This design comes from an exercise in tuning for small area on the open sky130 flow, not from production work. Function was checked by simulation only, so behaviour that the tests miss may differ from the original. Power and IR drop assume default switching activity.

// watch_top
module watch_top (
    input  logic clock,
    input  logic reset,
    input  logic [watch_pkg::MODE_IN_W-1:0] mode,
    input  logic [watch_pkg::BUTTON_W-1:0] button,
    output logic [watch_pkg::HOUR_W-1:0] hour,
    output logic [watch_pkg::MIN_W-1:0] minute,
    output logic [watch_pkg::MIN_W-1:0] second,
    output logic [watch_pkg::LED_W-1:0] led,
    output logic piezo
);
    logic tick;
    logic [watch_pkg::MODE_W-1:0] active_mode;
    logic [watch_pkg::BUTTON_W-1:0] key_pulse;
    logic note_any;
    logic [watch_pkg::NIDX_W-1:0] note_idx;
    logic [watch_pkg::HOUR_W-1:0] alarm_hour;
    logic [watch_pkg::MIN_W-1:0] alarm_minute;
    logic alarm_start;
    logic alarm_enabled;
    logic tone_on;
    logic [watch_pkg::NIDX_W-1:0] tone_idx;
    panel_input panel0 (
        .clock(clock),
        .reset(reset),
        .mode(mode),
        .button(button),
        .tick(tick),
        .active_mode(active_mode),
        .key_pulse(key_pulse),
        .note_any(note_any),
        .note_idx(note_idx)
    );
    time_keeper keeper0 (
        .clock(clock),
        .reset(reset),
        .tick(tick),
        .active_mode(active_mode),
        .key_pulse(key_pulse),
        .hour(hour),
        .minute(minute),
        .second(second),
        .alarm_hour(alarm_hour),
        .alarm_minute(alarm_minute)
    );
    alarm_unit alarm0 (
        .clock(clock),
        .reset(reset),
  ...
Size: roughly 960 cells after synthesis, ~360 flip-flops, ~44 I/O pins.
==> flow/config.mk <==
export PLATFORM = sky130hd
export DESIGN_NAME = watch_top
export DESIGN_NICKNAME = watch_top
export VERILOG_FILES = /design/flow/design.v
export SDC_FILE = /design/flow/constraint.sdc
export NUM_CORES = 4
export LEC_CHECK = 0
export CAP_MARGIN = 20
export CORE_MARGIN = 2
export CORE_UTILIZATION = 40
export SLEW_MARGIN = 20
==> flow/constraint.sdc <==
create_clock -name core_clock -period 10.0 [get_ports {clock}]
set_input_delay 2.0000 -clock core_clock [delete_from_list [all_inputs] [get_ports {clock}]]
set_output_delay 2.0000 -clock core_clock [all_outputs]
set_load 0.01 [all_outputs]
standard.sh (not shown) runs the stock make flow with config.mk's settings and CLKGATE_MAP_FILE= SYNTH_SCRIPT=/design/flow/synth_recipe.tcl, a recipe that flattens the netlist after the stock synthesis.
==> flow/flow/run.sh <==
#!/bin/bash
set -euo pipefail
work=$(pwd)
rm -rf "$work/scripts_area"
cp -r "$FLOW_HOME/scripts" "$work/scripts_area"
cp "$work/flow/abc_area.script" "$work/scripts_area/abc_area.script"
vars=(
  "SCRIPTS_DIR=$work/scripts_area"
  "ABC_AREA=1"
  "BUFFER_PORTS_ARGS=-buffer_cell sky130_fd_sc_hd__buf_1"
  "CTS_ARGS=-sink_clustering_enable -repair_clock_nets -dont_use_dummy_load -sink_clustering_size 40 -sink_clustering_max_diameter 60"
)
bash standard.sh "${vars[@]}" synth > "$work/synth.log" 2>&1
bash standard.sh "${vars[@]}" finish > "$work/layout.log" 2>&1
==> flow/flow/abc_area.script <==
strash
dch -f
amap
strash
dch -f
amap
strash
dch -f
amap
Then changed:
--- a/flow/flow/run.sh
+++ b/flow/flow/run.sh
@@ -10,3 +10,3 @@
   "BUFFER_PORTS_ARGS=-buffer_cell sky130_fd_sc_hd__buf_1"
-  "CTS_ARGS=-sink_clustering_enable -repair_clock_nets -dont_use_dummy_load -sink_clustering_size 40 -sink_clustering_max_diameter 60"
+  "CTS_ARGS=-sink_clustering_enable -repair_clock_nets -dont_use_dummy_load -buf_list sky130_fd_sc_hd__clkbuf_8 -sink_clustering_size 20 -sink_clustering_max_diameter 50"
 )
=> The new run finished clean; flip-flop and latch count is unchanged; routed wire length goes up slightly; global-route usage rises by 0.22 points; design area falls slightly; combinational power stays flat; sequential power hardly moves; setup slack gains 0.017 ns; worst hold slack gains 0.014 ns; sequential share of layout area came out higher by 0.43 points.

---

Starting RTL as in the previous note.
==> flow/config.mk <==
export PLATFORM = sky130hd
export DESIGN_NAME = watch_top
export DESIGN_NICKNAME = watch_top
export VERILOG_FILES = /design/flow/design.v
export SDC_FILE = /design/flow/constraint.sdc
export NUM_CORES = 4
export LEC_CHECK = 0
export CAP_MARGIN = 20
export CORE_MARGIN = 2
export CORE_UTILIZATION = 40
export SLEW_MARGIN = 20
==> flow/constraint.sdc <==
create_clock -name core_clock -period 10.0 [get_ports {clock}]
set_input_delay 2.0000 -clock core_clock [delete_from_list [all_inputs] [get_ports {clock}]]
set_output_delay 2.0000 -clock core_clock [all_outputs]
set_load 0.01 [all_outputs]
==> flow/flow/run.sh <==
#!/bin/bash
set -euo pipefail
work=$(pwd)
rm -rf "$work/scripts_area"
cp -r "$FLOW_HOME/scripts" "$work/scripts_area"
cp "$work/flow/abc_area.script" "$work/scripts_area/abc_area.script"
vars=(
  "SCRIPTS_DIR=$work/scripts_area"
  "ABC_AREA=1"
  "BUFFER_PORTS_ARGS=-buffer_cell sky130_fd_sc_hd__buf_1"
  "CTS_ARGS=-sink_clustering_enable -repair_clock_nets -dont_use_dummy_load -sink_clustering_size 30 -sink_clustering_max_diameter 60"
)
bash standard.sh "${vars[@]}" synth > "$work/synth.log" 2>&1
bash standard.sh "${vars[@]}" finish > "$work/layout.log" 2>&1
Scripts as last shown in full above: flow/flow/abc_area.script
The baseline ran to the end with no violations.
Change:
--- a/flow/flow/run.sh
+++ b/flow/flow/run.sh
@@ -11 +11 @@
-  "CTS_ARGS=-sink_clustering_enable -repair_clock_nets -dont_use_dummy_load -sink_clustering_size 30 -sink_clustering_max_diameter 60"
+  "CTS_ARGS=-sink_clustering_enable -repair_clock_nets -dont_use_dummy_load -sink_clustering_size 35 -sink_clustering_max_diameter 70"
The new run finished with timing, DRC and antenna clean.
Final area decreases by 1.0%.
Power decreases by 4.0%.
First-iteration DRC count decreases by 23%.
Clock-buffer cell count decreases by 5.
Setup slack got worse by 0.0093 ns.
Maximum frequency is about the same.
Critical path depth is unchanged.
Cell count decreases by 0.36%.
Non-clock buffer count does not change.
Flip-flop and latch count stays the same.
Synthesized area stays the same.

[re-timing with driven ports]
In the flow no input, the clock included, has a driving cell. The finished layouts below were timed again as built, in two steps. Step 1, drivers: a clkbuf_16 drives clock and a buf_2 each remaining input, both assumed. Step 2 moves the port delays by t, midway between the first and last clock arrival at a register: inputs arrive t later, outputs are due t later. That takes back most of the time a late clock gives input paths. Three values: no drivers, after step 1, after step 2; two values: the first two.
run | shift t [ns] | slack for setup (ns) | pins driven straight from the clock port
the first run of note 1 | 0.565 | 4.972 / 4.996 / 4.431 | 1
the second run of note 1 | 0.537 | 4.990 / 5.007 / 4.469 | 1
the first run of note 2 | 0.557 | 4.966 / 4.990 / 4.433 | 1
the second run of note 2 | 0.538 | 4.957 / 4.981 / 4.443 | 1
After both steps setup and hold are still met in every run listed. The setup slack of the first run of note 1, which loses most, moves by +0.024 ns with the drivers and by -0.541 ns with both steps.
